Context: an optimization exercise on an open-source flow, tuned for small area. The choices shown serve that exercise and are no tape-out recipe.
Where RTL was checked, it was by simulation tests only, not by an equivalence proof against the original.
No activity file was given, so power comes from the tool's default toggle rates.

Setup of the reference run:
==> flow/design.v (excerpt) <==
module cluster_centroid_n #(
  parameter int IMG_WIDTH    = 640,
  parameter int IMG_HEIGHT   = 480,
  parameter int NUM_CLUSTERS = 3,
  parameter int COLOR_W      = 12,
  parameter int DIST_THRESH  = 64,
  parameter int MIN_COUNT    = 4,
  localparam int XW = $clog2(IMG_WIDTH),
  localparam int YW = $clog2(IMG_HEIGHT),
  localparam int IW = (NUM_CLUSTERS > 1) ? $clog2(NUM_CLUSTERS) : 1
) (
  input  logic                         clk,
  input  logic                         rst,
  input  logic signed [COLOR_W-1:0]    pixel_r,
  input  logic signed [COLOR_W-1:0]    pixel_g,
  input  logic signed [COLOR_W-1:0]    pixel_b,
  input  logic                         pixel_valid,
  input  logic [XW-1:0]                x,
  input  logic [YW-1:0]                y,
  input  logic                         ref_wr_en,
  input  logic [IW-1:0]                ref_wr_idx,
  input  logic signed [COLOR_W-1:0]    ref_wr_r,
  input  logic signed [COLOR_W-1:0]    ref_wr_g,
  input  logic signed [COLOR_W-1:0]    ref_wr_b,
  output logic [NUM_CLUSTERS*XW-1:0]   centroid_x,
  output logic [NUM_CLUSTERS*YW-1:0]   centroid_y,
  output logic [NUM_CLUSTERS-1:0]      found,
  output logic                         frame_done,
  output logic                         busy,
  output logic                         overrun
);
Size: roughly 2900 cells after synthesis, ~160 I/O pins.
export LEC_CHECK = 0
export CAP_MARGIN = 20
export CORE_MARGIN = 2
export CORE_UTILIZATION = 70
export CTS_CLUSTER_DIAMETER = 90
export CTS_CLUSTER_SIZE = 26
export GPL_TIMING_DRIVEN = 0
export SLEW_MARGIN = 20
create_clock -name core_clock -period 8.0 [get_ports {clk}]
standard.sh (not shown) runs the stock make flow with config.mk's settings and CLKGATE_MAP_FILE= SYNTH_SCRIPT=/design/flow/synth_recipe.tcl, a recipe that flattens the netlist after the stock synthesis.
==> flow/flow/run.sh <==
#!/bin/bash
# The standard synthesis; then two rewrites of the gate netlist that keep
# its function and its registers: each 2:1 multiplexer cell becomes the
# smaller AND-OR cell of the same function (muxopt.py), and each full adder is
# set in the polarity that needs the fewest inverters (polopt.py); then the standard flow's
# standard layout, with the smallest buffer on the ports and power recovery
# (downsizing gates off the critical paths) after global routing.
# Every tool writes its full output to a log file in this folder.
set -euo pipefail
export BUFFER_PORTS_ARGS="-buffer_cell sky130_fd_sc_hd__buf_1"
export RECOVER_POWER=100
R="$PWD/orfs/results/${FLOW_PLATFORM}/cluster_centroid_n/base"
bash standard.sh "$R/1_2_yosys.v" > flow_synth.log 2>&1
cp "$R/1_2_yosys.v" "$R/1_2_yosys.std.v"
python3 flow/muxopt.py "$R/1_2_yosys.std.v" "$R/1_2_yosys.mux.v" > flow_muxopt.log 2>&1
python3 flow/polopt.py "$R/1_2_yosys.mux.v" "$R/1_2_yosys.pol.v" > flow_polopt.log 2>&1
mv "$R/1_2_yosys.pol.v" "$R/1_2_yosys.v"
bash standard.sh > flow_make.log 2>&1
Other scripts of this flow, unchanged in this note and not shown: flow/flow/muxopt.py, flow/flow/polopt.py
Here is what was changed in the inputs of the trial run compared with the reference run.
--- a/flow/design.v
+++ b/flow/design.v
@@ -34,13 +34,13 @@
   localparam int SW    = $clog2(2 * NUM_CLUSTERS + 1);
   localparam int BW    = $clog2(SUM_W);
   localparam int NDIV  = 2 * NUM_CLUSTERS;
   localparam int CH_W  = NDIV * SUM_W;            
   localparam logic [SW-1:0] LOAD_SEL = SW'(NDIV);
   localparam logic [BW-1:0] LAST_BIT = BW'(SUM_W - 1);
-  localparam int DSPLIT = CW - 9;                   
+  localparam int DSPLIT = CW - 7;                   
   function automatic logic [7:0] chan_dist(
     input logic [COLOR_W-1:0] a,
     input logic [COLOR_W-1:0] b
   );
     logic [6:0] u;
     logic [5:0] xu;
Results
Every run in the trial run and the reference run closed cleanly, with the single exception of the trial run.
Between the reference run and the trial run, the flow reports wire length of the first global-routing pass increasing by a few percent.
Global-route usage in the trial run vs the reference run: up 1.3 points
Part of the total power dissipated in sequential elements (higher): the reference run
Compared with the reference run, area of combinational cells with multiple inputs in the trial run decreased slightly.
Compared the trial run against the reference run; final standard cell area without fillers within noise.
~same cell area reported after detailed placement in the trial run and the reference run
No run of this note included a check of the RTL's function; only the layout flow was run.

---

Another version of the RTL of cluster_centroid_n (not shown whole).
Size: ~160 I/O pins.
clock: 8.0 ns
lec_check: 0
cap_margin: 20
core_margin: 2
core_utilization: 70
cts_cluster_diameter: 90
cts_cluster_size: 26
gpl_timing_driven: 0
slew_margin: 20
Scripts as last shown in full above: flow/flow/run.sh
Other scripts of this flow, unchanged in this note and not shown: flow/flow/muxopt.py, flow/flow/polopt.py
Rerun with:
--- a/flow/design.v
+++ b/flow/design.v
@@ -69,23 +69,23 @@
   logic signed [COLOR_W-1:0] r_ref_r [NUM_CLUSTERS];
   logic signed [COLOR_W-1:0] r_ref_g [NUM_CLUSTERS];
   logic signed [COLOR_W-1:0] r_ref_b [NUM_CLUSTERS];
   logic [7:0]              w_d  [NUM_CLUSTERS];
   logic [NUM_CLUSTERS-1:0] w_in;
   logic [NUM_CLUSTERS-1:0] w_cls;
   logic [NUM_CLUSTERS-1:0] r_hit;
   logic                    r_eof, r_s2_eof;
   logic [XW-1:0]           r_x;
   logic [YW-1:0]           r_y;
   localparam int SCW = $clog2(NDIV * SUM_W + 3);
-  logic             r_frz;
+  logic             w_frz;
   logic [CW-1:0]    r_cnt [NUM_CLUSTERS];
   logic [SCW-1:0]   r_scnt [NUM_CLUSTERS];
   logic [SCW-1:0]   w_fin_scnt [NUM_CLUSTERS];
   logic [SUM_W-1:0] r_sx  [NUM_CLUSTERS];
   logic [SUM_W-1:0] r_sy  [NUM_CLUSTERS];
   logic [CW-1:0]    w_fin_cnt [NUM_CLUSTERS];
   logic [SUM_W-1:0] w_fin_sx  [NUM_CLUSTERS];
   logic [SUM_W-1:0] w_fin_sy  [NUM_CLUSTERS];
   logic [CH_W:0]    r_ch;
   logic [CH_W-1:0]  w_ch_load;
   logic             r_busy;
@@ -156,68 +156,68 @@
     end
     for (int i = XW; i < SUM_W; i++) begin
       if (i == (XW + SUM_W) / 2) c = c & (&acc[(XW + SUM_W) / 2 - 1:XW]);
       r[i] = acc[i] ^ c;
       if (i != (XW + SUM_W) / 2 - 1) c = acc[i] & c;
     end
     acc_add = r;
   endfunction
   always_comb begin
     for (int k = 0; k < NUM_CLUSTERS; k++) begin
       logic c;
-      c = r_hit[k] && !r_frz;
+      c = r_hit[k] && !w_frz;
       for (int i = 0; i < CW; i++) begin
         w_fin_cnt[k][i] = r_cnt[k][i] ^ c;
         c = r_cnt[k][i] & c;
       end
-      c = r_hit[k] && r_frz;
+      c = r_hit[k] && w_frz;
       for (int i = 0; i < SCW; i++) begin
         w_fin_scnt[k][i] = r_scnt[k][i] ^ c;
         c = r_scnt[k][i] & c;
       end
       w_fin_sx[k] = acc_add(r_sx[k], r_hit[k] ? r_x : '0);
       w_fin_sy[k] = acc_add(r_sy[k], r_hit[k] ? XW'(r_y) : '0);
     end
   end
   always_ff @(posedge clk) begin
-    r_frz <= !rst && (w_snap || (r_frz && !w_load));
     for (int k = 0; k < NUM_CLUSTERS; k++) begin
       if (rst || r_eof) begin
         r_sx[k]  <= '0;
         r_sy[k]  <= '0;
       end else begin
         r_sx[k]  <= w_fin_sx[k];
         r_sy[k]  <= w_fin_sy[k];
       end
       if (rst)         r_cnt[k] <= '0;
       else if (w_load) r_cnt[k] <= CW'(w_fin_scnt[k]);
       else             r_cnt[k] <= w_fin_cnt[k];
       if (rst || r_eof || w_load) r_scnt[k] <= '0;
       else                        r_scnt[k] <= w_fin_scnt[k];
     end
   end
+  assign w_frz = r_busy || r_s2_eof;
   assign w_load    = r_busy && r_sel == LOAD_SEL;
   assign w_div     = r_busy && !w_load;
   assign w_last    = r_bit == LAST_BIT;
   assign w_idle_nx = (!r_busy && !r_s2_eof) || w_load;
   assign w_snap    = r_eof && w_idle_nx;
   always_comb begin
     for (int k = 0; k < NUM_CLUSTERS; k++) begin
       w_ch_load[CH_W - (2*k+1)*SUM_W +: SUM_W] = w_fin_sx[k];
       w_ch_load[CH_W - (2*k+2)*SUM_W +: SUM_W] = w_fin_sy[k];
     end
   end
   always_comb begin
     logic [CW:0] nd, diff, d0, d1;
     logic c, c0, c1;
-    w_divisor = r_cnt[r_sel >> 1];
+    w_divisor = r_cnt[r_sel[SW-1] ? NUM_CLUSTERS-1 : int'(r_sel[SW-2])];
     w_rem_sh  = {r_rem, r_ch[CH_W]};
     nd = ~{1'b0, w_divisor};
     c  = 1'b1;
     for (int i = 0; i < CW/2; i++) begin
       diff[i] = w_rem_sh[i] ^ nd[i] ^ c;
       c = (w_rem_sh[i] & nd[i]) | (w_rem_sh[i] & c) | (nd[i] & c);
     end
     c0 = 1'b0;
     c1 = 1'b1;
     for (int i = CW/2; i <= CW; i++) begin
       d0[i] = w_rem_sh[i] ^ nd[i] ^ c0;
What happened: The new run passed the timing, DRC and antenna checks; core utilization fell by 0.26 points; combinational power fell by 5.5%; worst setup slack is worse by 10 ps; synthesized cell count rose by 0.63%; power fell by 2.1%; via count stays flat; wire length fell by 2.8%; cell area fell by 0.34%; sequential power barely changes; non-clock buffer count rose by 1; sequential cell count fell by 1.

static timing again, ports no longer ideal:
How much do the figures lean on ideal ports? The routed layouts below were timed once more, with nothing changed but the port constraints.
Step 1 (the two cells are an assumption about what drives the block):
set clk [get_ports {clk}]
set_driving_cell -lib_cell sky130_fd_sc_hd__clkbuf_16 $clk
set_driving_cell -lib_cell sky130_fd_sc_hd__buf_2 [delete_from_list [all_inputs] $clk]
Step 2 adds t to the input delays and takes it off the output delays; t is the mean of the earliest and latest rising clock arrival at the registers after step 1. Input paths then give back, and output paths get back, about the clock's delay inside the block.
Slacks: ideal ports / drivers / drivers and shift; pairs: ideal ports / drivers.
run	shift t [ns]	setup slack, ns	worst setup path at the end	worst register clock-pin slew, ns
the reference run	0.660	0.185 / 0.206 / -0.454	input to register	0.11 / 0.11
the trial run	0.680	0.265 / 0.278 / -0.387	input to register	0.11 / 0.11
the first run of note 2	0.681	0.232 / 0.232 / -0.417	input to register	0.11 / 0.11
the second run of note 2	0.661	0.222 / 0.247 / -0.403	input to register	0.11 / 0.11
The setup slack of the trial run, which loses most, moves by +0.013 ns with the drivers and by -0.652 ns with both steps.
